This is an optimization exercise on Yosys and OpenROAD, whose aim is small area, not a production implementation.
In this exercise RTL edits were held to simulation tests only and were not proved equivalent to the original.
In runs 1 to 4 the design's own scripts or RTL, not TritonCTS, make the clock network.
The flow treats the clock pin as an ideal source. Dropping or thinning the clock tree relies on that and would not hold on a real chip.
No activity file was given, so power comes from the tool's default toggle rates.

### flow/flow/run.sh
#!/bin/bash
# Standard layout with three changes to what the flow inserts (the design and constraints are
# untouched): port buffers use the smallest buffer; clock tree synthesis clusters up to 36
# flip-flops per leaf buffer and adds no dummy loads; and after clock tree synthesis the last
# two levels of the clock tree become inverters (flow/swap_clk.tcl), so each flip-flop still
# sees the clock through an even number of inversions. If that step finds anything it does
# not expect, the standard clock tree is kept.
set -e
export BUFFER_PORTS_ARGS="-buffer_cell sky130_fd_sc_hd__buf_1"
export CTS_ARGS="-sink_clustering_enable -repair_clock_nets -sink_clustering_size 36 -sink_clustering_max_diameter 85 -buf_list sky130_fd_sc_hd__clkbuf_16 -dont_use_dummy_load"
bash standard.sh cts > standard_cts.log 2>&1
RES=$PWD/orfs/results/sky130hd/flash_ctrl/base
if SWAP_IN=$RES/4_cts.odb SWAP_OUT=$RES/4_cts_swapped.odb \
   SWAP_LEAF_CELL=sky130_fd_sc_hd__inv_12 SWAP_UP_CELL=sky130_fd_sc_hd__inv_16 \
   SWAP_BIG_CELL=sky130_fd_sc_hd__inv_16 SWAP_TARGET_NS=0.116 SWAP_LIMIT_NS=0.124 \
   SWAP_LIB=$FLOW_HOME/platforms/sky130hd/lib/sky130_fd_sc_hd__tt_025C_1v80.lib \
   SWAP_SDC=$RES/4_cts.sdc PLATFORM_DIR=$FLOW_HOME/platforms/sky130hd \
   openroad -no_init -exit flow/swap_clk.tcl > swap_clk.log 2>&1; then
  mv $RES/4_cts_swapped.odb $RES/4_cts.odb
fi
bash standard.sh > standard.log 2>&1
### flow/flow/swap_clk.tcl
# Turn the last two levels of the clock tree into inverters: each leaf clock buffer becomes an
# inverter of the leaf size and each buffer driving the leaves an inverter of the upper size,
# so every flip-flop still sees the clock through an even number of inversions. Cells keep
# their place; the tree's shape and the registers are untouched.
set odb_in  $::env(SWAP_IN)
set odb_out $::env(SWAP_OUT)
set leaf_cell $::env(SWAP_LEAF_CELL)
set up_cell   $::env(SWAP_UP_CELL)
read_db $odb_in
set db [ord::get_db]
set block [ord::get_db_block]
set m_leaf [$db findMaster $leaf_cell]
set m_up   [$db findMaster $up_cell]
# the leaves are looked up again by name after swapping


proc out_iterm {inst} {
  foreach it [$inst getITerms] {
    if {[$it isOutputSignal]} { return $it }
  }
  return ""
}
proc in_iterm {inst} {
  foreach it [$inst getITerms] {
    if {[$it isInputSignal]} { return $it }
  }
  return ""
}
proc is_clkbuf {inst} {
  return [string match "sky130_fd_sc_hd__clkbuf_*" [[$inst getMaster] getName]]
}

# walk the clock tree from the clock port
set clk_net [$block findNet i_clk]
array set depth {}
set flop_depths {}
set frontier [list [list $clk_net 0]]
set bufs_by_depth [dict create]
set n_flops 0
while {[llength $frontier] > 0} {
  set next {}
  foreach item $frontier {
    lassign $item net d
    foreach it [$net getITerms] {
      if {![$it isInputSignal]} continue
      set inst [$it getInst]
      if {[is_clkbuf $inst]} {
        set o [out_iterm $inst]
        dict lappend bufs_by_depth [expr {$d + 1}] $inst
        lappend next [list [$o getNet] [expr {$d + 1}]]
      } elseif {[[$it getMTerm] getName] eq "CLK"} {
        lappend flop_depths $d
        incr n_flops
      } else {
        puts "SWAP abort: clock reaches [$inst getName]/[[$it getMTerm] getName]"
        exit 1
      }
    }
  }
  set frontier $next
}
set depths [lsort -unique $flop_depths]
puts "SWAP flops $n_flops at buffer depths $depths"
if {[llength $depths] != 1 || [lindex $depths 0] < 2} {
  puts "SWAP abort: flops not all at one depth"
  exit 1
}
set D [lindex $depths 0]
set leaves [dict get $bufs_by_depth $D]
set ups    [dict get $bufs_by_depth [expr {$D - 1}]]
# every buffer at depth D must drive only flops, every one at D-1 only leaves
foreach inst $leaves {
  foreach it [[[out_iterm $inst] getNet] getITerms] {
    if {[$it isInputSignal] && [[$it getMTerm] getName] ne "CLK"} { puts "SWAP abort: leaf drives non-flop"; exit 1 }
  }
}
foreach inst $ups {
  foreach it [[[out_iterm $inst] getNet] getITerms] {
    if {[$it isInputSignal] && [lsearch -exact $leaves [$it getInst]] < 0} { puts "SWAP abort: upper buffer drives non-leaf"; exit 1 }
  }
}

proc swap {block inst master} {
  set name [$inst getName]
  set in_net  [[in_iterm $inst] getNet]
  set out_net [[out_iterm $inst] getNet]
  set loc [$inst getLocation]
  set orient [$inst getOrient]
  odb::dbInst_destroy $inst
  set new [odb::dbInst_create $block $master $name]
  $new setOrient $orient
  $new setLocation [lindex $loc 0] [lindex $loc 1]
  $new setPlacementStatus PLACED
  [$new findITerm A] connect $in_net
  [$new findITerm Y] connect $out_net
}
set leaf_names {}
foreach inst $leaves { lappend leaf_names [$inst getName]; swap $block $inst $m_leaf }
foreach inst $ups    { swap $block $inst $m_up }
global_connect
puts "SWAP swapped [llength $leaves] leaves to $leaf_cell and [llength $ups] upper buffers to $up_cell"

# upsize the leaves whose flip-flops see too slow a clock edge
read_liberty $::env(SWAP_LIB)
read_sdc $::env(SWAP_SDC)
source $::env(PLATFORM_DIR)/setRC.tcl
set_propagated_clock [all_clocks]
set big_cell $::env(SWAP_BIG_CELL)
set target $::env(SWAP_TARGET_NS)
proc worst_sink_slew {name} {
  set w 0
  foreach p [get_pins -of_objects [get_nets -of_objects [get_pins $name/Y]] -filter "direction==input"] {
    set s [get_property $p slew_max]
    if {$s > $w} { set w $s }
  }
  return $w
}
estimate_parasitics -placement
set n_up 0
foreach name $leaf_names {
  if {[worst_sink_slew $name] > $target} {
    replace_cell [get_cells $name] $big_cell
    incr n_up
  }
}
puts "SWAP upsized $n_up leaves to $big_cell"
detailed_placement
check_placement
estimate_parasitics -placement
set m 0
foreach pin [all_registers -clock_pins -edge_triggered] { set s [get_property $pin slew_max]; if {$s > $m} {set m $s} }
puts "SWAP worst clock pin slew after swap $m"
if {$m > $::env(SWAP_LIMIT_NS)} {
  puts "SWAP abort: clock pin slew $m over limit"
  exit 1
}
write_db $odb_out
### flow/standard.sh
#!/bin/bash
# synth_recipe.tcl (not shown) runs the flow's synth.tcl, then flattens the netlist and writes it again
# the make line also repeats each setting of config.mk as NAME=value (left out here)
make -C /OpenROAD-flow-scripts/flow DESIGN_CONFIG=/design/flow/config.mk WORK_HOME=/design/flow/orfs CLKGATE_MAP_FILE= SYNTH_SCRIPT=/design/flow/synth_recipe.tcl "${@:-finish}"
### flow/config.mk
export PLATFORM = sky130hd
export DESIGN_NAME = flash_ctrl
export DESIGN_NICKNAME = flash_ctrl
export VERILOG_FILES = /design/flow/design.v
export SDC_FILE = /design/flow/constraint.sdc
export NUM_CORES = 4
export LEC_CHECK = 0
export CAP_MARGIN = 0
export CORE_MARGIN = 2
export CORE_UTILIZATION = 70
export CTS_BUF_LIST = sky130_fd_sc_hd__clkbuf_16
export CTS_CLUSTER_DIAMETER = 85
export CTS_CLUSTER_SIZE = 36
export SLEW_MARGIN = 0
### flow/constraint.sdc
create_clock -name core_clock -period 10.0 [get_ports {i_clk}]
set_input_delay 2.0000 -clock core_clock [delete_from_list [all_inputs] [get_ports {i_clk}]]
set_output_delay 2.0000 -clock core_clock [all_outputs]
set_load 0.01 [all_outputs]
### flow/design.v
`timescale 1ns/1ps
package flash_ctrl_pkg;
    typedef enum logic [1:0]
    {
        OP_ERASE = 2'd0,
        OP_WRITE = 2'd1,
        OP_READ  = 2'd2
    } user_op_t;
    typedef enum logic [1:0]
    {
        SPI_INS   = 2'd0,      
        SPI_READ  = 2'd1,
        SPI_WRITE = 2'd2
    } spi_op_t;
    typedef enum logic [3:0]
    {
        ST_IDLE,
        ST_LATCH,
        ST_WREN,
        ST_PP_CMD,
        ST_PP_DATA,
        ST_SE_CMD,
        ST_RD_CMD,
        ST_RD_DATA,
        ST_SR_CMD,
        ST_SR_CHECK,
        ST_BUSY_WAIT
    } seq_state_t;
    localparam int ADDR_W = 24;           
    localparam int DATA_W = 8;
    localparam int NUM_W  = 9;            
    localparam int OP_W   = 32;           
    localparam int LEN_W  = 16;
    localparam logic [DATA_W-1:0] CMD_WREN = 8'h06;
    localparam logic [DATA_W-1:0] CMD_PP   = 8'h02;
    localparam logic [DATA_W-1:0] CMD_SE   = 8'h20;
    localparam logic [DATA_W-1:0] CMD_READ = 8'h03;
    localparam logic [DATA_W-1:0] CMD_RDSR = 8'h05;
    localparam int CMD_BITS     = 8;
    localparam int CMDADDR_BITS = 32;
    localparam int STATUS_CLKS  = 16;     
    localparam int SR_WIP_BIT = 0;        
    localparam int BUSY_WAIT_CYCLES = 256;
    localparam int FIFO_DEPTH       = 256;
endpackage
`timescale 1ns/1ps
`timescale 1ns/1ps
`timescale 1ns/1ps
`timescale 1ns/1ps
import flash_ctrl_pkg::*;
module flash_ctrl
(
    input  logic              i_clk,
    input  logic              i_rst,
    input  logic [1:0]        i_op_type,
    input  logic [ADDR_W-1:0] i_op_addr,
    input  logic [NUM_W-1:0]  i_op_num,
    input  logic              i_op_valid,
    output logic              o_op_ready,
    input  logic [DATA_W-1:0] i_wr_data,
    input  logic              i_wr_sop,
    input  logic              i_wr_eop,
    input  logic              i_wr_valid,
    output logic [DATA_W-1:0] o_rd_data,
    output logic              o_rd_sop,
    output logic              o_rd_eop,
    output logic              o_rd_valid,
    output logic [OP_W-1:0]   o_spi_op_data,
    output logic [1:0]        o_spi_op_type,
    output logic [LEN_W-1:0]  o_spi_op_len,
    output logic [LEN_W-1:0]  o_spi_clk_len,
    output logic              o_spi_op_valid,
    input  logic              i_spi_op_ready,
    output logic [DATA_W-1:0] o_spi_write_data,
    input  logic              i_spi_write_req,
    input  logic [DATA_W-1:0] i_spi_read_data,
    input  logic              i_spi_read_valid
);
    localparam logic [2:0] S_IDLE   = 3'd0;
    localparam logic [2:0] S_WREN   = 3'd1;    
    localparam logic [2:0] S_WREN_W = 3'd2;    
    localparam logic [2:0] S_CMD    = 3'd3;    
    localparam logic [2:0] S_DATA   = 3'd4;    
    localparam logic [2:0] S_POLL   = 3'd5;    
    localparam logic [2:0] S_POLL_W = 3'd6;    
    localparam logic [2:0] S_BUSY   = 3'd7;    
    logic [2:0]        r_state;
    logic [1:0]        r_type;
    logic [ADDR_W-1:0] r_addr;
    logic [NUM_W-1:0]  r_num;         
    logic              r_sr_busy;
    logic              r_rd_pend;     
    logic              r_rd_valid;
    logic              r_rd_sop;
    logic              r_rd_eop;
    logic [8*FIFO_DEPTH-1:0] r_ring;
    logic [7:0]        r_head;        
    logic [7:0]        w_tap;
    logic              w_accept;
    logic              w_is_read;
    logic              w_is_write;
    logic              w_is_erase;
    logic              w_aligned;
    logic              w_ins32;
    logic              w_wr_align;
    logic              w_push;
    logic              w_rot;
    logic              w_pop;
    logic              w_rd_pop;
    logic              w_shift;
    logic              w_sr_busy;
    logic              w_cmd;
    logic              w_poll;
    logic [8:0]        w_data_clks;
    assign w_is_read  = (r_type == OP_READ);
    assign w_is_write = (r_type == OP_WRITE);
    assign w_is_erase = (r_type == OP_ERASE);
    assign o_op_ready = (r_state == S_IDLE);
    assign w_accept   = i_op_valid && o_op_ready;
    assign w_aligned  = (r_head[5:0] == 6'd63);
    assign w_ins32    = !i_wr_valid && w_is_read && !r_num[5];
    assign w_wr_align = w_is_write && ((r_state == S_WREN) || (r_state == S_WREN_W) || (r_state == S_CMD));
    assign w_push     = i_wr_valid || ((r_state == S_DATA) && w_is_read && i_spi_read_valid);
    assign w_rot      = (w_wr_align || r_rd_pend) && !w_aligned;
    assign w_rd_pop   = r_rd_pend && w_aligned;
    assign w_pop      = w_rd_pop || ((r_state == S_DATA) && i_spi_write_req);
    assign w_shift    = w_push || w_rot || w_pop;
    always_ff @(posedge i_clk)
    begin
        if (w_shift)
        begin
            r_ring <= {r_ring[8*FIFO_DEPTH-9:0], r_ring[8*FIFO_DEPTH-1 -: 8]};
            if (w_push && !w_ins32)
                r_ring[7:0] <= i_wr_valid ? i_wr_data : i_spi_read_data;
            if (w_push && w_ins32)
                r_ring[8*32 +: 8] <= i_spi_read_data;
        end
    end
    always_ff @(posedge i_clk)
    begin
        if (w_accept)
            r_head <= {i_op_num[7:6], i_op_num[5] || (i_op_type == OP_READ), i_op_num[4:0]};
        else if (w_rot)
            r_head <= r_head + 1'b1;
    end
    always_comb
    begin
        w_tap = '0;
        for (int k = 0; k < 4; k++)
            if (r_head[7:6] == 2'(k))
                w_tap = r_ring[8*(64*k+63) +: 8];
    end
    assign o_spi_write_data = w_tap;
    assign o_rd_data        = w_tap;
    always_ff @(posedge i_clk or posedge i_rst)
    begin
        if (i_rst)
        begin
            r_rd_pend  <= 1'b0;
            r_rd_valid <= 1'b0;
            r_rd_sop   <= 1'b0;
            r_rd_eop   <= 1'b0;
        end
        else
        begin
            if ((r_state == S_DATA) && w_is_read && i_spi_op_ready)
                r_rd_pend <= 1'b1;
            else if (w_rd_pop && (r_num == NUM_W'(1)))
                r_rd_pend <= 1'b0;
            r_rd_valid <= w_rd_pop;
            r_rd_sop   <= w_rd_pop && !r_rd_valid;
            r_rd_eop   <= w_rd_pop && (r_num == NUM_W'(1));
        end
    end
    assign o_rd_valid = r_rd_valid;
    assign o_rd_sop   = r_rd_sop;
    assign o_rd_eop   = r_rd_eop;
    always_ff @(posedge i_clk)
    begin
        if (w_accept)
        begin
            r_type <= i_op_type;
            r_addr <= i_op_addr;
        end
        else if (w_poll)
            r_addr[7:0] <= 8'h00;
        else if (r_state == S_BUSY)
            r_addr[7:0] <= r_addr[7:0] + 1'b1;
    end
    always_ff @(posedge i_clk)
    begin
        if (w_accept)
            r_num <= i_op_num;
        else if (w_rd_pop)
            r_num <= r_num - 1'b1;
    end
    assign w_sr_busy = r_sr_busy || (i_spi_read_valid && i_spi_read_data[SR_WIP_BIT]);
    always_ff @(posedge i_clk or posedge i_rst)
    begin
        if (i_rst)
        begin
            r_state   <= S_IDLE;
            r_sr_busy <= 1'b0;
        end
        else
        begin
            case (r_state)
                S_IDLE:
                    if (w_accept)
                        r_state <= (i_op_type == OP_READ) ? S_CMD : S_WREN;
                S_WREN:
                    if (i_spi_op_ready)
                        r_state <= S_WREN_W;
                S_WREN_W:
                    if (i_spi_op_ready)
                        r_state <= S_CMD;
                S_CMD:
                    if (o_spi_op_valid && i_spi_op_ready)
                        r_state <= S_DATA;
                S_DATA:
                    if (i_spi_op_ready)
                        r_state <= S_POLL;
                S_POLL:
                    if (i_spi_op_ready)
                        r_state <= S_POLL_W;
                S_POLL_W:
                    if (i_spi_op_ready)
                        r_state <= w_sr_busy ? S_BUSY : S_IDLE;
                default:
                    if (r_addr[7:0] == 8'hff)
                        r_state <= S_POLL;
            endcase
            if (r_state == S_POLL)
                r_sr_busy <= 1'b0;
            else if ((r_state == S_POLL_W) && i_spi_read_valid)
                r_sr_busy <= i_spi_read_data[SR_WIP_BIT];
        end
    end
    assign w_cmd  = (r_state == S_CMD);
    assign w_poll = (r_state == S_POLL);
    assign o_spi_op_valid = (r_state == S_WREN) || w_poll || (w_cmd && (!w_is_write || w_aligned));
    assign w_data_clks = r_num + 9'd4;
    always_comb
    begin
        o_spi_op_data = {CMD_WREN, ADDR_W'(0)};
        o_spi_op_type = SPI_INS;
        o_spi_op_len  = LEN_W'(CMD_BITS);
        o_spi_clk_len = LEN_W'(CMD_BITS);
        if (w_poll)
        begin
            o_spi_op_data = {CMD_RDSR, ADDR_W'(0)};
            o_spi_op_type = SPI_READ;
            o_spi_clk_len = LEN_W'(STATUS_CLKS);
        end
        else if (w_cmd)
        begin
            o_spi_op_len = LEN_W'(CMDADDR_BITS);
            if (w_is_erase)
            begin
                o_spi_op_data = {CMD_SE, r_addr};
                o_spi_clk_len = LEN_W'(CMDADDR_BITS);
            end
            else if (w_is_write)
            begin
                o_spi_op_data = {CMD_PP, r_addr};
                o_spi_op_type = SPI_WRITE;
                o_spi_clk_len = LEN_W'({w_data_clks, 3'b000});
            end
            else
            begin
                o_spi_op_data = {CMD_READ, r_addr};
                o_spi_op_type = SPI_READ;
                o_spi_clk_len = LEN_W'({w_data_clks, 3'b000});
            end
        end
    end
endmodule
==> results.txt, run 1 <==
cell row count=111; Max Slew Vio Count=0; initial antenna violation count=2; layout cells sized above 1=4.11%; Synth Register Bits=2099; Slew HR=23.2%; Routability Congestion=0.841; # resized after CTS=0; core box area=0.0918 sq mm; Max FO, Critical Path=28; Detailed Route Iter0 Violations=2277; synthesized area per cell=27.0 sq um; final hold viol count=0; max_cap viols=0; Setup crit start=r_state[1]$_DFFE_PP0P_; RR Startpoint=r_type[1]$_DFFE_PP_; area leader, netlist=edfxtp_1; Post-layout nets=2647; YS warnings=1; Highest Clock Rate=188 MHz; crit-path max cell delay=0.71 ns; worst vdd rail ir drop=200 uV; Max stage delay cell, worst path=dfrtp_1; number of flops mapped to enable cells by yosys=2091; Setup Buffers After CTS=0; CP top delay family=simple AND/OR/NAND/NOR gates; all-layer global routing usage=15.4%; Area growth, synth to finish=5.10%; Starting Density=70.8%; count of cell types in the netlist=48; GR peak layer=met1; worst slew pin tran=1.15 ns; die span in x=309 um; Post-Syn Instances=2405; Crit Path Class=register to output pin; cts hold-fix bufs=0; status=no timing/DRC/antenna violations; IO Port Bufs=119; first drt pass iteration count=5; min-delay src=r_ring[1271]$_DFFE_PP_; Arrival @ worst endpoint=3.31 ns; Mapped Area=0.0650 sq mm; post-synthesis async set-or-reset flop share=0.381%; Leakage=25.3 nW; Final Skew=0.0512 ns; vias=21500; Final Setup Violations=0; top_reg_cell synth=edfxtp_1; share of the synthesized area in the top cell type=96.6%; largest net degree at the start of global routing=236; Die H=309 um; Worst-path clk slew=0.11 ns; Hold Crit Class=register to register; RSZ-0062 raised after global routing=false; CP Capture Type=output pin; DP Wirelength=35300 um; Worst Setup Start Kind=register; average routed wire per standard cell=19.3 um; vias in the first global route=19700; CTS Sinks=2099; drt drc=0; Skew-Pair Late Insertion Delay=0.71 ns; ANT cells=0; total die area=0.0953 sq mm; setup tns final=0 ns; Post-DP Area=0.0670 sq mm; Tmin final=5.31 ns; met2 usage=20.1%; critical path buffer and inverter count=2; met1 GRT Util=27.1%; met3 usage=2.70%; largest cells by area after synthesis=edfxtp_1 97%, buf_4 0.40%, dfrtp_1 0.31%; crit-path cells=nand2_1, nor2_2, inv_1, nor3_1, nor2_1, buf_1; final worst-path cycle share=53.1%; CP required=8.00 ns; sequential fraction of the synthesis area=96.9%; final instance area=0.0683 sq mm; global-route wire length before repair=113000 um; gr ovfl total=0; Via density=5.62; Post-DRT Antenna Nets=0; Ports=147; Power Dens Cells=293 mW/mm^2; final wirelength=73700 um
## cell usage after synthesis, types with 2 or more instances
library cell and instances:
o22a_1 2, nand3_1 12, o21ai_0 25, nor2b_1 2
o22ai_1 2, buf_4 35, or4_1 2, mux4_2 8
a21oi_1 22, buf_2 2, and3_1 2, and2_1 24
inv_1 13, ha_1 6, nand2_1 35, dfrtp_1 8
mux2_2 4, edfxtp_1 2091, xor2_1 9, nand4_1 3
mux2i_1 8, mux2_4 4, buf_6 4, nor3_1 9
xnor2_1 14, clkbuf_1 10, nor2_1 27, nor4_1 2
## worst reg2reg max path: stages (launching register included)
cell      delay, ns
edfxtp_1       0.54
nand2b_1       0.28
nor3_1         0.23
o21ai_0        0.13
nand4_1        0.38
buf_12         0.62
buf_12         0.92
## metal layers
layer	up-vias	part of all wire, %
met2	413	41
met5	-	0
met4	0	2.5
met1	11100	53
li1	9790	-
met3	113	3.9
## report_power, final
group	switching (mW)	internal, mW
Clock	2.72	0.441
Combinational	0.532	0.231
Sequential	1.32	14.8
## layout by cell type, fill, tap and decap left out, drive strengths merged, types with 2 or more instances in the layout
cell type and count:
conb 25, xnor2 14, o22ai 2, mux2 8, edfxtp 2091, ha 6, inv 80, o22a 2
xor2 9, nand2 35, nor2b 2, dfrtp 8, nor4 2, nor2 28, or4 2, mux2i 8
and3 2, buf 134, o21ai 26, a21oi 22, nand4 3, nor3 9, nand3 12, and2 24
mux4 8
## area by class of cell
class	count	area, sq um
well taps	1243	1560
fillers	4989	23500
repair buffers	134	672
multi-input cells	264	1720
inverters	81	1380
flip-flops and latches	2099	63000
clock buffers	1	25.0
## final timing paths
path                       slack (ns)  depth (start not counted)                      to
max in group asynchronous        8.57                          2   r_rd_pend$_DFFE_PP0P_
min in group asynchronous        1.20                          2      r_rd_sop$_DFF_PP0_
setup reg to reg                 6.29                          6  r_ring[1157]$_DFFE_PP_
hold / removal                   0.40                          0  r_ring[1279]$_DFFE_PP_
hold reg to reg                  0.40                          0  r_ring[1279]$_DFFE_PP_
setup / recovery                 4.69                          6       o_spi_op_data[25]
## cell families after synthesis
| kind of cell | after synthesis | share of synthesized area [%] |
|---|---|---|
| simple gates | 125 | 0.962 |
| flops | 2099 | 96.9 |
| fa+ha+maj | 6 | 0.115 |
| compound gates | 61 | 0.537 |
| other cells | 1 | 0.00577 |
| xor+xnor | 23 | 0.310 |
| mux | 24 | 0.562 |
| buf+inv | 66 | 0.633 |
## state kept, by name, indices dropped and copies added, names as in the netlist, 2 cells and up
signal   cells
r_head       8
r_ring    2048
r_num        9
r_addr      24
r_type       2
r_state      3
## stage by stage
step	cells	worst slack [ns]	utilization, %	power [mW]	hold slack (ns)
final	3822	4.69	74.4	20.0	0.403
after global routing	3822	4.41	74.4	20.9	0.408
after CTS	3822	4.71	74.8	20.5	0.394
after detailed placement	3754	5.06	73.0	16.9	0.405
after global placement	3754	5.15	73.0	16.9	0.401
after floorplan	2429	-70.19	-	17.9	0.400
==> run 2: changes to the inputs <==
--- a/flow/flow/run.sh
+++ b/flow/flow/run.sh
@@ -12,7 +12,7 @@
 RES=$PWD/orfs/results/sky130hd/flash_ctrl/base
 if SWAP_IN=$RES/4_cts.odb SWAP_OUT=$RES/4_cts_swapped.odb \
    SWAP_LEAF_CELL=sky130_fd_sc_hd__inv_12 SWAP_UP_CELL=sky130_fd_sc_hd__inv_16 \
-   SWAP_BIG_CELL=sky130_fd_sc_hd__inv_16 SWAP_TARGET_NS=0.116 SWAP_LIMIT_NS=0.124 \
+   SWAP_BIG_CELL=sky130_fd_sc_hd__inv_16 SWAP_TARGET_NS=0.112 SWAP_LIMIT_NS=0.124 \
    SWAP_LIB=$FLOW_HOME/platforms/sky130hd/lib/sky130_fd_sc_hd__tt_025C_1v80.lib \
    SWAP_SDC=$RES/4_cts.sdc PLATFORM_DIR=$FLOW_HOME/platforms/sky130hd \
    openroad -no_init -exit flow/swap_clk.tcl > swap_clk.log 2>&1; then
--- a/flow/config.mk
+++ b/flow/config.mk
@@ -5,10 +5,10 @@
 export SDC_FILE = /design/flow/constraint.sdc
 export NUM_CORES = 4
 export LEC_CHECK = 0
-export CAP_MARGIN = 0
+export CAP_MARGIN = 20
 export CORE_MARGIN = 2
 export CORE_UTILIZATION = 70
 export CTS_BUF_LIST = sky130_fd_sc_hd__clkbuf_16
 export CTS_CLUSTER_DIAMETER = 85
 export CTS_CLUSTER_SIZE = 36
-export SLEW_MARGIN = 0
+export SLEW_MARGIN = 20
==> results.txt, run 2 <==
Comb pwr share=3.8%; Biggest register=r_ring; Post-Syn Instances=2405; commonest non-fill, non-tap cells in the layout=2091 x edfxtp_1, 119 x buf_1, 66 x inv_16; crit-path cells=nand2_1, nor2_2, inv_1, nor3_1, nor2_1, buf_1; Hold Crit Class=register to register; top post-synthesis cells by count=2091 x edfxtp_1, 35 x buf_4, 35 x nand2_1; worst vdd rail ir drop=200 uV; Flop pwr share=80.3%; met2 WL post-DR=30200 um; Tmin final=5.29 ns; Clock power frac=15.9%; number of flip-flops in the largest register=2048; crit-path max cell delay=0.71 ns; top routing layer in use=met4; largest net degree at the start of global routing=236; setup tns final=0 ns; Crit Path Class=register to output pin; RR Startpoint=r_head[3]$_DFFE_PP_; vias=21500; P_int=15.4 mW; post-synthesis async set-or-reset flop share=0.381%; die span in x=309 um; Via density=5.62; Detailed Route Iter0 Violations=2211; Slew HR=27.0%; largest cells by area after synthesis=edfxtp_1 97%, buf_4 0.40%, dfrtp_1 0.31%; Final Skew=0.0446 ns; sw frac=22.9%; placed cell count=3754; R2R cell count=6; WP depth=6; sequential fraction of the synthesis area=96.9%; total die area=0.0953 sq mm; commonest non-fill, non-tap cell in the layout=edfxtp_1; top_reg_cell synth=edfxtp_1; Leakage=25.3 nW; Max FO, Critical Path=28; most numerous cell in the Yosys netlist=edfxtp_1; min-delay src=r_ring[1271]$_DFFE_PP_; cts hold-fix bufs=0; gr ovfl total=0; DP Wirelength=35300 um; initial antenna violation count=2; status=no timing/DRC/antenna violations; Final Setup Violations=0; vias in the first global route=19700; Setup Buffers After CTS=0; Worst Setup Start Kind=register; Synth Register Bits=2099; first drt pass iteration count=5; count of cell types in the netlist=48; Routability Congestion=0.841; reg-to-reg slack, setup=6.28 ns; drt drc=0; CTS Sinks=2099; final hold viol count=0; CP required=8.00 ns; Post-DP Area=0.0670 sq mm; cell row count=111; Worst R2R End=r_ring[111]$_DFFE_PP_; CP top delay family=simple AND/OR/NAND/NOR gates; Arrival @ worst endpoint=3.29 ns; # resized after CTS=0; average routed wire per standard cell=19.3 um; Power Dens Cells=293 mW/mm^2; layout cells sized above 1=4.18%; final worst-path cycle share=52.9%; Area growth, synth to finish=5.21%; core box area=0.0918 sq mm; YS warnings=1; CP Capture Type=output pin; Post-layout nets=2649; Skew-Pair Late Insertion Delay=0.71 ns; share of the synthesized area in the top cell type=96.6%; Final Util=74.5%; worst slew pin tran=1.10 ns; Max Slew Vio Count=0; Fillers=4975; Mapped Area=0.0650 sq mm; all-layer global routing usage=15.4%; Post-DRT Antenna Nets=0; global-route wire length before repair=113000 um; RSZ-0062 raised after global routing=false; net switching power=4.58 mW; synthesized area per cell=27.0 sq um; met3 routed WL=2780 um; largest registers=r_ring x2048, r_addr x24, r_num x9; area leader, netlist=edfxtp_1; Max stage delay cell, worst path=dfrtp_1; ANT cells=0; hold path depth=0; Die H=309 um; IO Port Bufs=119; worst hold path endpoint=r_ring[1279]$_DFFE_PP_; Highest Clock Rate=189 MHz; Worst-path clk slew=0.11 ns; final instance area=0.0684 sq mm; critical path buffer and inverter count=2; max_cap viols=0; fin cells=3824; Ports=147; Met1 Routed Length=39000 um; Starting Density=70.8%; final wirelength=73800 um; number of flops mapped to enable cells by yosys=2091
[run 2: layout make-up]
cell class | instances | area (sq um) | share of cell area [%]
Sequential cell | 2099 | 63000 | 92.1
Multi-Input combinational cell | 264 | 1720 | 2.52
Tap cell | 1243 | 1560 | 2.27
Inverter | 81 | 1390 | 2.03
Timing Repair Buffer | 136 | 727 | 1.06
Clock buffer | 1 | 25.0 | 0.0366
[run 2: per-layer routing]
metal  GRT usage, %  up-vias
met5              0        -
met4           4.55        0
met3           2.70      118
met2           20.1      432
met1           27.1    11200
li1               -     9799
[run 2: power groups by stage]
stage,sequential [mW],combinational [mW],clock (mW)
3_3_place_gp,16.1,0.739,0
3_5_place_dp,16.2,0.776,0
2_1_floorplan,17.3,0.608,0
4_1_cts,16.2,0.773,3.56
6_report,16.1,0.769,3.17
5_1_grt,16.5,0.847,3.59
[run 2: stage by stage]
stage | worst slack (ns) | hold slack (ns) | power [mW]
global placement | 5.15 | 0.401 | 16.9
finish | 4.71 | 0.407 | 20.0
CTS | 4.71 | 0.394 | 20.5
floorplan | -70.19 | 0.400 | 17.9
detailed placement | 5.06 | 0.405 | 16.9
global route | 4.41 | 0.417 | 20.9
[run 2: worst max-delay path by stage]
stage | startpoint | to | slack, ns
2_1_floorplan | i_wr_valid | r_ring[0]$_DFFE_PP_ | -70.19
3_3_place_gp | i_wr_valid | r_ring[403]$_DFFE_PP_ | 5.15
3_5_place_dp | i_wr_valid | r_ring[403]$_DFFE_PP_ | 5.06
4_1_cts | r_state[1]$_DFFE_PP0P_ | o_spi_op_data[25] | 4.71
5_1_grt | r_state[1]$_DFFE_PP0P_ | o_spi_op_data[25] | 4.41
6_report | r_state[1]$_DFFE_PP0P_ | o_spi_op_data[25] | 4.71
[run 2: kinds of logic (layout without fill, tap and decap cells)]
family                   Yosys count  after routing  share of synthesized area [%]
flip-flops                      2099           2099                           96.9
AND/OR/NAND/NOR                  125            125                          0.962
buffers and inverters             66            218                          0.633
AO/OA/AOI/OAI                     61             61                          0.537
multiplexers                      24             24                          0.562
XOR/XNOR                          23             23                          0.310
adder cells (fa/ha/maj)            6              6                          0.115
other                              1             25                        0.00577
==> run 3: changes to the inputs <==
==> flow/flow/run.sh (replaced) <==
#!/bin/bash
# Standard layout with three changes to what the flow inserts (the design and constraints are
# untouched): port buffers use the smallest buffer; clock tree synthesis clusters up to 37
# flip-flops per leaf buffer and adds no dummy loads; and after clock tree synthesis the last
# two levels of the clock tree become inverters (flow/swap_clk.tcl), so each flip-flop still
# sees the clock through an even number of inversions. If that step finds anything it does
# not expect, the standard clock tree is kept.
set -e
export BUFFER_PORTS_ARGS="-buffer_cell sky130_fd_sc_hd__buf_1"
export CTS_ARGS="-sink_clustering_enable -repair_clock_nets -sink_clustering_size 37 -sink_clustering_max_diameter 85 -buf_list sky130_fd_sc_hd__clkbuf_16 -dont_use_dummy_load"
bash standard.sh cts > standard_cts.log 2>&1
RES=$PWD/orfs/results/sky130hd/flash_ctrl/base
if SWAP_IN=$RES/4_cts.odb SWAP_OUT=$RES/4_cts_swapped.odb \
   SWAP_LEAF_CELL=sky130_fd_sc_hd__inv_12 SWAP_UP_CELL=sky130_fd_sc_hd__inv_16 \
   SWAP_BIG_CELL=sky130_fd_sc_hd__inv_16 SWAP_TARGET_NS=0.116 SWAP_LIMIT_NS=0.124 \
   SWAP_LIB=$FLOW_HOME/platforms/sky130hd/lib/sky130_fd_sc_hd__tt_025C_1v80.lib \
   SWAP_SDC=$RES/4_cts.sdc PLATFORM_DIR=$FLOW_HOME/platforms/sky130hd \
   openroad -no_init -exit flow/swap_clk.tcl > swap_clk.log 2>&1; then
  mv $RES/4_cts_swapped.odb $RES/4_cts.odb
fi
bash standard.sh > standard.log 2>&1
==> flow/config.mk (replaced) <==
export PLATFORM = sky130hd
export DESIGN_NAME = flash_ctrl
export DESIGN_NICKNAME = flash_ctrl
export VERILOG_FILES = /design/flow/design.v
export SDC_FILE = /design/flow/constraint.sdc
export NUM_CORES = 4
export LEC_CHECK = 0
export CAP_MARGIN = 0
export CORE_MARGIN = 2
export CORE_UTILIZATION = 70
export CTS_BUF_LIST = sky130_fd_sc_hd__clkbuf_16
export CTS_CLUSTER_DIAMETER = 85
export CTS_CLUSTER_SIZE = 37
export SLEW_MARGIN = 0
==> results.txt, run 3 <==
CP required=8.00 ns; sequential fraction of the synthesis area=96.9%; first drt pass iteration count=5; global-route wire length before repair=112000 um; Total Power=20.0 mW; R2R cell count=5; max_cap viols=0; Setup Buffers After CTS=0; most numerous cell in the Yosys netlist=edfxtp_1; final wirelength=73700 um; Max FO, Critical Path=28; Worst Setup Start Kind=register; Post-DP Area=0.0670 sq mm; average routed wire per standard cell=19.3 um; die span in x=309 um; IO Port Bufs=119; top post-synthesis cells by count=2091 x edfxtp_1, 35 x buf_4, 35 x nand2_1; Routability Congestion=0.841; Hold WS=0.386 ns; Arrival @ worst endpoint=3.31 ns; core box area=0.0918 sq mm; Ports=147; Tmin final=5.31 ns; Worst-path clk slew=0.11 ns; YS warnings=1; Mapped Area=0.0650 sq mm; total die area=0.0953 sq mm; Synth Register Bits=2099; setup tns final=0 ns; commonest non-fill, non-tap cell in the layout=edfxtp_1; final instance area=0.0683 sq mm; layout cells sized above 1=4.07%; Power Dens Cells=292 mW/mm^2; commonest non-fill, non-tap cells in the layout=2091 x edfxtp_1, 119 x buf_1, 61 x inv_16; Post-DRT Antenna Nets=0; share of the synthesized area in the top cell type=96.6%; Post-layout nets=2646; Worst R2R End=r_ring[403]$_DFFE_PP_; count of cell types in the netlist=48; cell row count=111; ANT cells=0; Post-Syn Instances=2405; CTS Sinks=2099; area leader, netlist=edfxtp_1; Final Setup Violations=0; CP Capture Type=output pin; Biggest register=r_ring; worst slew pin tran=1.17 ns; largest cells by area after synthesis=edfxtp_1 97%, buf_4 0.40%, dfrtp_1 0.31%; gr ovfl total=0; cts hold-fix bufs=0; worst vdd rail ir drop=204 uV; Area growth, synth to finish=5.07%; RSZ-0062 raised after global routing=false; largest registers=r_ring x2048, r_addr x24, r_num x9; RR Startpoint=r_head[3]$_DFFE_PP_; Crit Path Class=register to output pin; Highest Clock Rate=188 MHz; Die H=309 um; final worst-path cycle share=53.1%; largest net degree at the start of global routing=236; Detailed Route Iter0 Violations=2245; vias in the first global route=19700; # resized after CTS=0; final hold viol count=0; all-layer global routing usage=15.3%; Skew-Pair Late Insertion Delay=0.71 ns; synthesized area per cell=27.0 sq um; Via density=5.63; reg-to-reg slack, setup=6.27 ns; initial antenna violation count=2; hold path depth=0; status=no timing/DRC/antenna violations; top_reg_cell synth=edfxtp_1; DP Wirelength=35300 um; Max Slew Vio Count=0; Starting Density=70.8%; number of flops mapped to enable cells by yosys=2091; drt drc=0; number of flip-flops in the largest register=2048; vias=21500; min-delay src=r_ring[1675]$_DFFE_PP_; Final Skew=0.0521 ns; Hold Crit Class=register to register; Slew HR=22.2%; Leakage=25.3 nW; post-synthesis async set-or-reset flop share=0.381%; worst hold path endpoint=r_ring[1683]$_DFFE_PP_
## run 3: cell counts after synthesis
No cell type changed its count.
## run 3: critical path, stage by stage (launching register included)
cell     delay, ns
dfrtp_1       0.73
nand2_1       0.20
nor2_2        0.70
inv_1         0.36
nor3_1        0.35
nor2_1        0.11
buf_1         0.14
## run 3: worst max-delay path by stage
stage / startpoint / to / slack (ns) / depth (start not counted)
3_3_place_gp: i_wr_valid / r_ring[403]$_DFFE_PP_ / 5.15 / 6
5_1_grt: r_state[1]$_DFFE_PP0P_ / o_spi_op_data[25] / 4.39 / 6
6_report: r_state[1]$_DFFE_PP0P_ / o_spi_op_data[25] / 4.69 / 6
2_1_floorplan: i_wr_valid / r_ring[0]$_DFFE_PP_ / -70.19 / 3
3_5_place_dp: i_wr_valid / r_ring[403]$_DFFE_PP_ / 5.06 / 6
4_1_cts: r_state[1]$_DFFE_PP0P_ / o_spi_op_data[25] / 4.70 / 6
## run 3: cell families after synthesis
| family | count (synthesis) | share of synthesized area (%) |
|---|---|---|
| flip-flops | 2099 | 96.9 |
| AND/OR/NAND/NOR | 125 | 0.962 |
| buffers and inverters | 66 | 0.633 |
| AO/OA/AOI/OAI | 61 | 0.537 |
| multiplexers | 24 | 0.562 |
| XOR/XNOR | 23 | 0.310 |
| adder cells (fa/ha/maj) | 6 | 0.115 |
| other | 1 | 0.00577 |
## run 3: metal layers
layer	up-vias	GRT usage [%]	part of all wire, %
li1	9791	-	-
met1	11200	26.9	52
met2	431	20.2	41
met3	120	2.80	4.2
met4	0	4.34	2.5
met5	-	0	0
## run 3: final cells by class
cell class	count	area (sq um)
Sequential cell	2099	63000
Fill cell	4974	23500
Multi-Input combinational cell	264	1720
Tap cell	1243	1560
Inverter	80	1360
Timing Repair Buffer	134	672
Clock buffer	1	25.0
## run 3: power by group
group / switching [mW] / internal (mW)
Sequential: 1.32 / 14.8
Combinational: 0.532 / 0.231
Clock: 2.70 / 0.435
Total: 4.55 / 15.4
## run 3: stage by stage
| stage | worst slack [ns] | utilization, % | std cells |
|---|---|---|---|
| after global placement | 5.15 | 73.0 | 3754 |
| after detailed placement | 5.06 | 73.0 | 3754 |
| after global routing | 4.39 | 74.4 | 3821 |
| after CTS | 4.70 | 74.8 | 3821 |
| after floorplan | -70.19 | - | 2429 |
| final | 4.69 | 74.4 | 3821 |
==> run 4: changes to the inputs <==
--- a/flow/design.v
+++ b/flow/design.v
@@ -84,6 +84,7 @@
     localparam logic [2:0] S_POLL   = 3'd5;    
     localparam logic [2:0] S_POLL_W = 3'd6;    
     localparam logic [2:0] S_BUSY   = 3'd7;    
+    localparam logic [7:0] LFSR_END = 8'h80;
     logic [2:0]        r_state;
     logic [1:0]        r_type;
     logic [ADDR_W-1:0] r_addr;
@@ -185,7 +186,7 @@
         else if (w_poll)
             r_addr[7:0] <= 8'h00;
         else if (r_state == S_BUSY)
-            r_addr[7:0] <= r_addr[7:0] + 1'b1;
+            r_addr[7:0] <= {r_addr[6:0], r_addr[7] ^ r_addr[5] ^ r_addr[4] ^ r_addr[3] ^ (r_addr[6:0] == 7'h00)};
     end
     always_ff @(posedge i_clk)
     begin
@@ -227,7 +228,7 @@
                     if (i_spi_op_ready)
                         r_state <= w_sr_busy ? S_BUSY : S_IDLE;
                 default:
-                    if (r_addr[7:0] == 8'hff)
+                    if (r_addr[7:0] == LFSR_END)
                         r_state <= S_POLL;
             endcase
             if (r_state == S_POLL)
==> results.txt, run 4 <==
total die area=0.0953 sq mm; vias=21400; number of flip-flops in the largest register=2048; ANT cells=0; count of cell types in the netlist=41; global-route wire length before repair=111000 um; Via density=5.60; Arrival @ worst endpoint=5.06 ns; Total Power=20.3 mW; R2R cell count=7; initial antenna violation count=2; largest registers=r_ring x2048, r_addr x24, r_num x9; area leader, netlist=edfxtp_1; max_cap viols=0; commonest non-fill, non-tap cells in the layout=2091 x edfxtp_1, 119 x buf_1, 60 x inv_16; Max FO, Critical Path=196; FF/Latch Area=0.0630 sq mm; share of the synthesized area in the top cell type=96.6%; Final Skew=0.0492 ns; Fillers=4913; Final Setup Violations=0; CTS Sinks=2099; final worst-path cycle share=47.5%; vias in the first global route=19400; Worst-path clk slew=0.11 ns; largest cells by area after synthesis=edfxtp_1 97%, buf_4 0.40%, dfrtp_1 0.31%; min-delay src=r_ring[278]$_DFFE_PP_; Worst Setup Start Kind=primary input; Leakage=26.0 nW; Slew HR=23.1%; top post-synthesis cells by count=2091 x edfxtp_1, 48 x nand2_1, 35 x buf_4; Ports=147; Crit Path Class=primary input to register; top_reg_cell synth=edfxtp_1; die span in x=309 um; Area growth, synth to finish=5.10%; Setup Buffers After CTS=0; Power Dens Cells=297 mW/mm^2; all-layer global routing usage=15.1%; Synth Register Bits=2099; Post-layout nets=2651; Detailed Route Iter0 Violations=2441; area occupied by multi-input gates=0.00170 sq mm; Biggest register=r_ring; worst vdd rail ir drop=208 uV; average routed wire per standard cell=19.0 um; CP required=10.31 ns; worst slew pin tran=1.15 ns; # resized after CTS=0; RSZ-0062 raised after global routing=false; Tmin final=4.75 ns; fin cells=3827; crit-path max cell delay=0.94 ns; CP Capture Type=register; Die H=309 um; setup tns final=0 ns; pre-CTS setup slack=4.47 ns; sequential fraction of the synthesis area=96.9%; Routability Congestion=0.830; DP Wirelength=34400 um; Max stage delay cell, worst path=buf_4; first drt pass iteration count=5; most numerous cell in the Yosys netlist=edfxtp_1; hold path depth=0; Worst R2R End=r_ring[1101]$_DFFE_PP_; status=no timing/DRC/antenna violations; final hold viol count=0; final worst slack=5.25 ns; CP top delay family=buffers and inverters; Hold Crit Class=register to register; reg-to-reg slack, setup=6.09 ns; IO Port Bufs=119; Skew-Pair Late Insertion Delay=0.72 ns; Highest Clock Rate=211 MHz; critical path buffer and inverter count=3; commonest non-fill, non-tap cell in the layout=edfxtp_1; post-synthesis async set-or-reset flop share=0.381%; Post-DRT Antenna Nets=0; RR Startpoint=r_head[0]$_DFFE_PP_; Max Slew Vio Count=0; final wirelength=72900 um; Mapped Area=0.0650 sq mm; placed cell count=3760; worst hold path endpoint=r_ring[286]$_DFFE_PP_; cts hold-fix bufs=0; crit-path cells=buf_1, a21oi_2, nand4_1, buf_12, buf_4; drt drc=0; YS warnings=1; Post-Syn Instances=2411; synthesized area per cell=27.0 sq um; layout cells sized above 1=4.14%; core box area=0.0918 sq mm; number of flops mapped to enable cells by yosys=2091; gr ovfl total=0; Starting Density=70.8%; largest net degree at the start of global routing=225; cell row count=111
[run 4: worst reg2reg max path, delay by kind of cell (launching register included)]
| family | cells | cell delay, ns |
|---|---|---|
| buffers and inverters | 2 | 1.80 |
| DFF | 1 | 0.41 |
| adders and majority gates | 1 | 0.20 |
| and+or+nand+nor | 4 | 1.06 |
[run 4: through the flow]
stage	hold WS (ns)	util [%]	area (sq um)
2_1_floorplan	0.400	-	65100
3_3_place_gp	0.401	73.0	67000
3_5_place_dp	0.405	73.0	67000
4_1_cts	0.396	74.8	68700
5_1_grt	0.402	74.4	68300
6_report	0.393	74.4	68300
[run 4: layout make-up]
type                       count  share of cell area, %
clock buffer                   1                 0.0366
inverter                      78                   1.97
multi-input combinational    269                   2.49
sequential                  2099                   92.2
tap                         1243                   2.28
timing repair buffer         137                  0.998
[run 4: worst max-delay path by stage]
stage | from | to | slack [ns] | cells after the start
5_1_grt | i_wr_valid | r_ring[833]$_DFFE_PP_ | 5.07 | 5
2_1_floorplan | i_wr_valid | r_ring[0]$_DFFE_PP_ | -70.15 | 3
4_1_cts | i_wr_valid | r_ring[1265]$_DFFE_PP_ | 5.25 | 5
6_report | i_wr_valid | r_ring[1101]$_DFFE_PP_ | 5.25 | 5
3_5_place_dp | i_wr_valid | r_ring[817]$_DFFE_PP_ | 4.47 | 5
3_3_place_gp | i_wr_valid | r_ring[1133]$_DFFE_PP_ | 4.57 | 5
[run 4: kinds of logic (layout without fill, tap and decap cells)]
family	count (synthesis)	after routing	synth area share, %
other cells	1	25	0.00577
flops	2099	2099	96.9
fa+ha+maj	5	5	0.0963
xor+xnor	18	18	0.243
mux	24	24	0.585
buf+inv	67	216	0.606
simple gates	143	143	1.07
compound gates	54	54	0.462
[run 4: report_power, final]
part	leakage (nW)	switching (mW)	total [mW]	internal, mW
clock	0.643	2.70	3.13	0.434
combinational	1.07	0.435	0.650	0.215
sequential	24.3	1.42	16.5	15.1
[run 4: metal layers]
layer / wire [um] / share of wire [%] / global-route usage, %
met3: 2790 / 3.8 / 2.69
met2: 30300 / 42 / 19.9
met5: 13 / 0.018 / 0
met4: 1340 / 1.8 / 3.55
met1: 38400 / 53 / 26.8
==> run 5: changes to the inputs <==
--- a/flow/design.v
+++ b/flow/design.v
@@ -94,9 +94,11 @@
     logic              r_rd_valid;
     logic              r_rd_sop;
     logic              r_rd_eop;
-    logic [8*FIFO_DEPTH-1:0] r_ring;
+    logic [8*FIFO_DEPTH-1:0] r_wring;      
+    logic [8*FIFO_DEPTH-1:0] r_rring;      
     logic [7:0]        r_head;        
-    logic [7:0]        w_tap;
+    logic [7:0]        w_wtap;
+    logic [7:0]        w_rtap;
     logic              w_accept;
     logic              w_is_read;
     logic              w_is_write;
@@ -104,11 +106,10 @@
     logic              w_aligned;
     logic              w_ins32;
     logic              w_wr_align;
-    logic              w_push;
+    logic              w_rd_push;
     logic              w_rot;
-    logic              w_pop;
+    logic              w_wr_pop;
     logic              w_rd_pop;
-    logic              w_shift;
     logic              w_sr_busy;
     logic              w_cmd;
     logic              w_poll;
@@ -119,22 +120,26 @@
     assign o_op_ready = (r_state == S_IDLE);
     assign w_accept   = i_op_valid && o_op_ready;
     assign w_aligned  = (r_head[5:0] == 6'd63);
-    assign w_ins32    = !i_wr_valid && w_is_read && !r_num[5];
+    assign w_ins32    = !r_num[5];
     assign w_wr_align = w_is_write && ((r_state == S_WREN) || (r_state == S_WREN_W) || (r_state == S_CMD));
-    assign w_push     = i_wr_valid || ((r_state == S_DATA) && w_is_read && i_spi_read_valid);
+    assign w_rd_push  = (r_state == S_DATA) && w_is_read && i_spi_read_valid;
     assign w_rot      = (w_wr_align || r_rd_pend) && !w_aligned;
     assign w_rd_pop   = r_rd_pend && w_aligned;
-    assign w_pop      = w_rd_pop || ((r_state == S_DATA) && i_spi_write_req);
-    assign w_shift    = w_push || w_rot || w_pop;
-    always_ff @(posedge i_clk)
-    begin
-        if (w_shift)
-        begin
-            r_ring <= {r_ring[8*FIFO_DEPTH-9:0], r_ring[8*FIFO_DEPTH-1 -: 8]};
-            if (w_push && !w_ins32)
-                r_ring[7:0] <= i_wr_valid ? i_wr_data : i_spi_read_data;
-            if (w_push && w_ins32)
-                r_ring[8*32 +: 8] <= i_spi_read_data;
+    assign w_wr_pop   = (r_state == S_DATA) && i_spi_write_req;
+    always_ff @(posedge i_clk)
+    begin
+        if (i_wr_valid || (w_wr_align && !w_aligned) || w_wr_pop)
+            r_wring <= {r_wring[8*FIFO_DEPTH-9:0], i_wr_valid ? i_wr_data : r_wring[8*FIFO_DEPTH-1 -: 8]};
+    end
+    always_ff @(posedge i_clk)
+    begin
+        if (w_rd_push || (r_rd_pend && !w_aligned) || w_rd_pop)
+        begin
+            r_rring <= {r_rring[8*FIFO_DEPTH-9:0], r_rring[8*FIFO_DEPTH-1 -: 8]};
+            if (w_rd_push && !w_ins32)
+                r_rring[7:0] <= i_spi_read_data;
+            if (w_rd_push && w_ins32)
+                r_rring[8*32 +: 8] <= i_spi_read_data;
         end
     end
     always_ff @(posedge i_clk)
@@ -146,13 +151,17 @@
     end
     always_comb
     begin
-        w_tap = '0;
+        w_wtap = '0;
+        w_rtap = '0;
         for (int k = 0; k < 4; k++)
             if (r_head[7:6] == 2'(k))
-                w_tap = r_ring[8*(64*k+63) +: 8];
-    end
-    assign o_spi_write_data = w_tap;
-    assign o_rd_data        = w_tap;
+            begin
+                w_wtap = r_wring[8*(64*k+63) +: 8];
+                w_rtap = r_rring[8*(64*k+63) +: 8];
+            end
+    end
+    assign o_spi_write_data = w_wtap;
+    assign o_rd_data        = w_rtap;
     always_ff @(posedge i_clk or posedge i_rst)
     begin
         if (i_rst)
==> results.txt, run 5 <==
status=no timing/DRC/antenna violations; Slew HR=15.9%; RSZ-0062 raised after global routing=false; number of flops mapped to enable cells by yosys=4139; Starting Density=70.2%; Via density=5.63; Hold Crit Class=register to register; CTS Sinks=4147; hold path depth=0; Post-DRT Antenna Nets=0; R2R cell count=7; P_int=25.1 mW; Flop pwr share=74.1%; # resized after CTS=0; Skew-Pair Late Insertion Delay=0.81 ns; Post-Syn Instances=4456; largest net degree at the start of global routing=228; synthesized area per cell=28.4 sq um; top post-synthesis cells by count=4139 x edfxtp_1, 41 x nand2_1, 32 x nor2_1; Clock power frac=22.0%; global-route wire length before repair=213000 um; total die area=0.184 sq mm; CP Capture Type=output pin; Final Setup Violations=0; cts hold-fix bufs=0; post-synthesis async set-or-reset flop share=0.193%; drt drc=0; max_cap viols=0; core box area=0.180 sq mm; Post-layout nets=4800; Max FO, Critical Path=12; DP Wirelength=66600 um; Worst Setup Start Kind=register; layout cells sized above 1=4.97%; Ports=147; Setup Buffers After CTS=0; CTS buffer count=140; Tmin final=5.27 ns; die span in x=429 um; largest cells by area after synthesis=edfxtp_1 98%, mux4_2 0.28%, mux2_2 0.22%; Highest Clock Rate=190 MHz; largest registers=r_rring x2048, r_wring x2048, r_addr x24; Leakage=40.0 nW; worst vdd rail ir drop=173 uV; Die H=429 um; min-delay src=r_wring[152]$_DFFE_PP_; Arrival @ worst endpoint=3.27 ns; initial antenna violation count=1; worst hold path endpoint=r_wring[160]$_DFFE_PP_; final worst-path cycle share=52.7%; average routed wire per standard cell=20.0 um; Area growth, synth to finish=5.71%; Worst-path clk slew=0.12 ns; RR Startpoint=r_head[0]$_DFFE_PP_; count of cell types in the netlist=51; Final Util=74.3%; IO Port Bufs=119; worst slew pin tran=1.26 ns; final hold viol count=0; TritonCTS clock tree=built; Power Dens Cells=232 mW/mm^2; commonest non-fill, non-tap cell in the layout=edfxtp_1; net switching power=6.07 mW; most numerous cell in the Yosys netlist=edfxtp_1; commonest non-fill, non-tap cells in the layout=4139 x edfxtp_1, 140 x clkbuf_16, 118 x buf_1; cell row count=156; vias=40000; Root Driver=clkbuf_16; top_reg_cell synth=edfxtp_1; Routability Congestion=0.746; reg-to-reg slack, setup=5.80 ns; CTS Buffer Depth=3; YS warnings=1; sequential fraction of the synthesis area=98.3%; share of the synthesized area in the top cell type=98.1%; CP required=8.00 ns; Mapped Area=0.127 sq mm; Detailed Route Iter0 Violations=4436; all-layer global routing usage=15.1%; Final Skew=0.0638 ns; area leader, netlist=edfxtp_1; sw frac=19.5%; Worst R2R End=r_wring[1236]$_DFFE_PP_; first drt pass iteration count=5; Comb pwr share=3.9%; htree depth=4; gr ovfl total=0; Max Slew Vio Count=0; setup tns final=0 ns; final wirelength=142000 um; Crit Path Class=register to output pin; Synth Register Bits=4147; vias in the first global route=36300
[run 5: cell types whose count changed after synthesis, moves of 4 or more]
cell      change
nor2_1        +5
buf_2         +4
edfxtp_1   +2048
buf_4         -8
mux2i_1       -7
mux2_2       +25
mux4_2        +8
nor3_1        -5
nand2_1       -7
o21ai_0      -11
mux2_4        -8
a21oi_1       -4
[run 5: power groups by stage]
stage,logic [mW],registers (mW),clock network (mW)
floorplan,0.867,25.1,0
global route,1.35,23.3,7.70
CTS,1.24,23.1,7.21
detailed placement,1.25,23.4,0
finish,1.20,23.1,6.86
global placement,1.22,23.4,0
[run 5: how the worst max path moves through the flow]
stage / start / end / slack (ns) / cells past startpoint
after global placement: i_wr_valid / r_wring[1252]$_DFFE_PP_ / 4.74 / 6
after global routing: r_head[6]$_DFFE_PP_ / o_spi_write_data[7] / 4.52 / 3
after detailed placement: i_wr_valid / r_wring[1276]$_DFFE_PP_ / 4.63 / 6
after CTS: r_head[6]$_DFFE_PP_ / o_spi_write_data[7] / 4.45 / 3
after floorplan: r_head[0]$_DFFE_PP_ / r_wring[0]$_DFFE_PP_ / -24.55 / 5
final: r_head[6]$_DFFE_PP_ / o_spi_write_data[7] / 4.73 / 3
[run 5: area by class of cell]
class,instances,area [sq um]
fill,9584,46400
timing repair buffer,160,931
tap,2370,2970
clock buffer,140,3500
inverter,11,41.3
antenna,2,5.00
sequential,4147,124000
multi-input combinational,275,1980
[run 5: cell families (layout without fill, tap and decap cells)]
| group | Yosys count | count (layout) | synth area share (%) |
|---|---|---|---|
| AOI/OAI and AO/OA | 41 | 41 | 0.201 |
| xor gates and xnor gates | 16 | 16 | 0.111 |
| adders and majority gates | 5 | 5 | 0.0494 |
| buffers and inverters | 58 | 311 | 0.259 |
| DFF | 4147 | 4147 | 98.3 |
| muxes | 42 | 42 | 0.515 |
| other | 1 | 27 | 0.00296 |
| and+or+nand+nor | 146 | 146 | 0.591 |
[run 5: stage by stage]
stage	setup slack, ns	total power [mW]	cells	hold slack (ns)	cell area [sq um]
finish	4.73	31.1	7105	0.357	134000
CTS	4.45	31.6	7103	0.362	134000
global placement	4.74	24.6	6963	0.400	130000
detailed placement	4.63	24.7	6963	0.405	130000
global route	4.52	32.3	7103	0.359	134000
floorplan	-24.55	26.0	4480	0.400	127000
[run 5: per-layer routing]
| metal | share of wire (%) | wire length, um | vias to the layer above | track usage (%) |
|---|---|---|---|---|
| met5 | 0 | 0 | - | 0 |
| met4 | 1.8 | 2550 | 0 | 3.71 |
| met3 | 3.0 | 4300 | 165 | 2.29 |
| met1 | 55 | 77600 | 21100 | 27.7 |
| met2 | 41 | 57800 | 495 | 19.3 |
| li1 | - | - | 18300 | - |
[run 5: critical path: stages, from the launching register on]
cell and delay (ns):
edfxtp_1 0.97, buf_4 0.63, mux4_2 0.65, buf_1 0.19
==> run 6: changes to the inputs <==
--- a/flow/flow/run.sh
+++ b/flow/flow/run.sh
@@ -12,7 +12,7 @@
 RES=$PWD/orfs/results/sky130hd/flash_ctrl/base
 if SWAP_IN=$RES/4_cts.odb SWAP_OUT=$RES/4_cts_swapped.odb \
    SWAP_LEAF_CELL=sky130_fd_sc_hd__inv_12 SWAP_UP_CELL=sky130_fd_sc_hd__inv_16 \
-   SWAP_BIG_CELL=sky130_fd_sc_hd__inv_16 SWAP_TARGET_NS=0.116 SWAP_LIMIT_NS=0.124 \
+   SWAP_BIG_CELL=sky130_fd_sc_hd__inv_16 SWAP_TARGET_NS=0.116 SWAP_LIMIT_NS=0.128 SWAP_SPLIT=1 \
    SWAP_LIB=$FLOW_HOME/platforms/sky130hd/lib/sky130_fd_sc_hd__tt_025C_1v80.lib \
    SWAP_SDC=$RES/4_cts.sdc PLATFORM_DIR=$FLOW_HOME/platforms/sky130hd \
    openroad -no_init -exit flow/swap_clk.tcl > swap_clk.log 2>&1; then
--- a/flow/flow/swap_clk.tcl
+++ b/flow/flow/swap_clk.tcl
@@ -96,7 +96,53 @@
 }
 set leaf_names {}
 foreach inst $leaves { lappend leaf_names [$inst getName]; swap $block $inst $m_leaf }
-foreach inst $ups    { swap $block $inst $m_up }
+set up_names {}
+foreach inst $ups    { lappend up_names [$inst getName]; swap $block $inst $m_up }
+# split each upper inverter's leaves into two halves (by position) and give the second half
+# an inverter of its own, placed at that half's centre
+if {[info exists ::env(SWAP_SPLIT)] && $::env(SWAP_SPLIT)} {
+  set k 0
+  foreach uname $up_names {
+    set up [$block findInst $uname]
+    set out_net [[$up findITerm Y] getNet]
+    set in_net  [[$up findITerm A] getNet]
+    set loads {}
+    foreach it [$out_net getITerms] {
+      if {[$it isInputSignal]} {
+        set li [$it getInst]
+        lassign [$li getLocation] x y
+        lappend loads [list $it $x $y]
+      }
+    }
+    if {[llength $loads] < 4} continue
+    # split along the wider spread
+    set xs {}; set ys {}
+    foreach l $loads { lappend xs [lindex $l 1]; lappend ys [lindex $l 2] }
+    set dx [expr {[tcl::mathfunc::max {*}$xs] - [tcl::mathfunc::min {*}$xs]}]
+    set dy [expr {[tcl::mathfunc::max {*}$ys] - [tcl::mathfunc::min {*}$ys]}]
+    set idx [expr {$dx >= $dy ? 1 : 2}]
+    set loads [lsort -integer -index $idx $loads]
+    set half [expr {[llength $loads] / 2}]
+    set second [lrange $loads $half end]
+    set new_net [odb::dbNet_create $block "${uname}_split"]
+    $new_net setSigType CLOCK
+    set new [odb::dbInst_create $block $m_up "${uname}_split"]
+    set cx 0; set cy 0
+    foreach l $second { incr cx [lindex $l 1]; incr cy [lindex $l 2] }
+    set n [llength $second]
+    $new setLocation [expr {$cx / $n}] [expr {$cy / $n}]
+    $new setPlacementStatus PLACED
+    [$new findITerm A] connect $in_net
+    [$new findITerm Y] connect $new_net
+    foreach l $second {
+      set it [lindex $l 0]
+      $it disconnect
+      $it connect $new_net
+    }
+    incr k
+  }
+  puts "SWAP split $k upper inverters"
+}
 global_connect
 puts "SWAP swapped [llength $leaves] leaves to $leaf_cell and [llength $ups] upper buffers to $up_cell"
 
==> results.txt, run 6 <==
area leader, netlist=edfxtp_1; final instance area=0.134 sq mm; Routability Congestion=0.746; final hold viol count=0; worst slew pin tran=1.26 ns; RSZ-0062 raised after global routing=false; vias=40000; cts hold-fix bufs=0; CP top delay family=flip-flops; core box area=0.180 sq mm; CP Capture Type=output pin; min-delay src=r_wring[152]$_DFFE_PP_; Power Dens Cells=232 mW/mm^2; count of cell types in the netlist=51; Detailed Route Iter0 Violations=4436; commonest non-fill, non-tap cells in the layout=4139 x edfxtp_1, 140 x clkbuf_16, 118 x buf_1; top_reg_cell synth=edfxtp_1; Post-DP Area=0.130 sq mm; commonest non-fill, non-tap cell in the layout=edfxtp_1; initial antenna violation count=1; RR Startpoint=r_head[0]$_DFFE_PP_; global-route wire length before repair=213000 um; post-synthesis simple-gate area fraction=0.591%; average routed wire per standard cell=20.0 um; worst hold path endpoint=r_wring[160]$_DFFE_PP_; Post-layout nets=4800; Root Driver=clkbuf_16; CTS Sinks=4147; R2R cell count=7; all-layer global routing usage=15.1%; critical path buffer and inverter count=2; Highest Clock Rate=190 MHz; vias in the first global route=36300; Synth Register Bits=4147; drt drc=0; Tmin final=5.27 ns; Fillers=9584; Compound-Gate Fraction of Synth Area=0.201%; Hold Crit Class=register to register; largest family of logic cells by synthesized area=simple AND/OR/NAND/NOR gates; hold path depth=0; share of the synthesized area in the top cell type=98.1%; CTS Buffer Depth=3; Worst R2R End=r_wring[1236]$_DFFE_PP_; total die area=0.184 sq mm; Post-DRT Antenna Nets=0; Max Slew Vio Count=0; Worst-path clk slew=0.12 ns; crit-path cells=buf_4, mux4_2, buf_1; Hold WS=0.357 ns; Mapped Area=0.127 sq mm; Worst Setup Start Kind=register; Final Skew=0.0638 ns; worst vdd rail ir drop=173 uV; htree depth=4; gr ovfl total=0; setup tns final=0 ns; Final Setup Violations=0; Slew HR=15.9%; cell row count=156; mux contribution to synthesized area=0.515%; reg-to-reg slack, setup=5.80 ns; Ports=147; Max FO, Critical Path=12; largest registers=r_rring x2048, r_wring x2048, r_addr x24; Leakage=40.0 nW; layout cells sized above 1=4.97%; status=no timing/DRC/antenna violations; Setup Buffers After CTS=0; # resized after CTS=0; Via density=5.63; IO Port Bufs=119; TritonCTS clock tree=built; Starting Density=70.2%; CP required=8.00 ns; Max stage delay cell, worst path=edfxtp_1; final wirelength=142000 um; post-synthesis async set-or-reset flop share=0.193%; fin cells=7105; most numerous cell in the Yosys netlist=edfxtp_1; DP Wirelength=66600 um; first drt pass iteration count=5; Post-Syn Instances=4456; Area growth, synth to finish=5.71%; CTS buffer count=140; adder-cell share of the synthesized area=0.0494%; crit-path max cell delay=0.97 ns; largest cells by area after synthesis=edfxtp_1 98%, mux4_2 0.28%, mux2_2 0.22%; sequential fraction of the synthesis area=98.3%; XOR/XNOR share of the synthesized area=0.111%; final worst-path cycle share=52.7%; largest net degree at the start of global routing=228; YS warnings=1; Total Power=31.1 mW; FF/Latch Area=0.124 sq mm; max_cap viols=0; die span in x=429 um; Skew-Pair Late Insertion Delay=0.81 ns; Crit Path Class=register to output pin; area occupied by multi-input gates=0.00198 sq mm; number of flops mapped to enable cells by yosys=4139; synthesized area per cell=28.4 sq um; Arrival @ worst endpoint=3.27 ns; placed cell count=6963; Die H=429 um; top post-synthesis cells by count=4139 x edfxtp_1, 41 x nand2_1, 32 x nor2_1
==> run 6: cell counts in the layout (fill, tap and decap cells not counted) <==
Identical to the previous run, type by type.
==> run 6: worst register-to-register path, cell delays in order (launching register included) <==
cell	delay, ns
edfxtp_1	0.44
ha_2	0.23
and4_4	0.17
a21oi_2	0.19
nand2_1	0.13
o21ai_4	0.66
buf_12	0.69
buf_4	1.26
==> run 6: how the worst max path moves through the flow <==
stage,start,end,cells past startpoint
after detailed placement,i_wr_valid,r_wring[1276]$_DFFE_PP_,6
after global routing,r_head[6]$_DFFE_PP_,o_spi_write_data[7],3
after global placement,i_wr_valid,r_wring[1252]$_DFFE_PP_,6
after floorplan,r_head[0]$_DFFE_PP_,r_wring[0]$_DFFE_PP_,5
after CTS,r_head[6]$_DFFE_PP_,o_spi_write_data[7],3
final,r_head[6]$_DFFE_PP_,o_spi_write_data[7],3
==> run 6: final cells by class <==
type / count / share of cell area (%)
flip-flops and latches: 4147 / 93.0
clock buffers: 140 / 2.62
well taps: 2370 / 2.21
multi-input cells: 275 / 1.48
repair buffers: 160 / 0.695
inverters: 11 / 0.0308
diodes: 2 / 0.00374
==> run 6: layer usage <==
metal	up-vias	track usage, %	wire, um
li1	18300	-	-
met1	21100	27.7	77600
met2	495	19.3	57800
met3	165	2.29	4300
met4	0	3.71	2550
met5	-	0	0
==> run 6: power by group <==
part / internal, mW / switching (mW) / leakage (nW)
registers: 22.3 / 0.795 / 37.1
clock network: 2.55 / 4.31 / 1.73
logic: 0.234 / 0.967 / 1.21
==> run 6: kinds of logic (layout without fill, tap and decap cells) <==
| family | after synthesis | after routing |
|---|---|---|
| compound gates | 41 | 41 |
| flops | 4147 | 4147 |
| fa+ha+maj | 5 | 5 |
| simple gates | 146 | 146 |
| xor+xnor | 16 | 16 |
| other cells | 1 | 27 |
| mux | 42 | 42 |
| buf+inv | 58 | 311 |
==> run 6: per-stage QoR <==
stage | setup WS [ns] | utilization [%]
CTS | 4.45 | 74.2
finish | 4.73 | 74.3
global placement | 4.74 | 72.3
global route | 4.52 | 74.2
floorplan | -24.55 | -
detailed placement | 4.63 | 72.3

-- separate check: timing with driven ports --
The results above use ideal ports. As a check the final layouts listed here were re-extracted and re-timed, cells and wires unchanged.
Step 1, drivers: a clkbuf_16 drives i_clk and a buf_2 each remaining input, both assumed.
Step 2 adds t to the input delays and takes it off the output delays; t is the mean of the earliest and latest rising clock arrival at the registers after step 1. Input paths then give back, and output paths get back, about the clock's delay inside the block.
Three values: no drivers, after step 1, after step 2; two values: the first two.
run	t, ns	setup WS [ns]	worst setup path after step 2	slew at the worst register clock pin (ns)
run 1	0.761	4.693 / 4.620 / 5.058	input to register	0.12 / 0.12
run 2	0.764	4.712 / 4.640 / 5.027	input to register	0.11 / 0.11
run 3	0.758	4.690 / 4.618 / 5.066	input to register	0.12 / 0.12
run 4	0.756	5.252 / 5.292 / 4.536	input to register	0.12 / 0.12
run 5	0.869	4.734 / 4.645 / 4.663	input to register	0.12 / 0.12
run 6	0.869	4.734 / 4.645 / 4.663	input to register	0.12 / 0.12
After both steps every run listed still meets setup and hold. For run 4, which loses most, drivers alone change the setup slack by +0.040 ns; drivers and shift together by -0.716 ns.
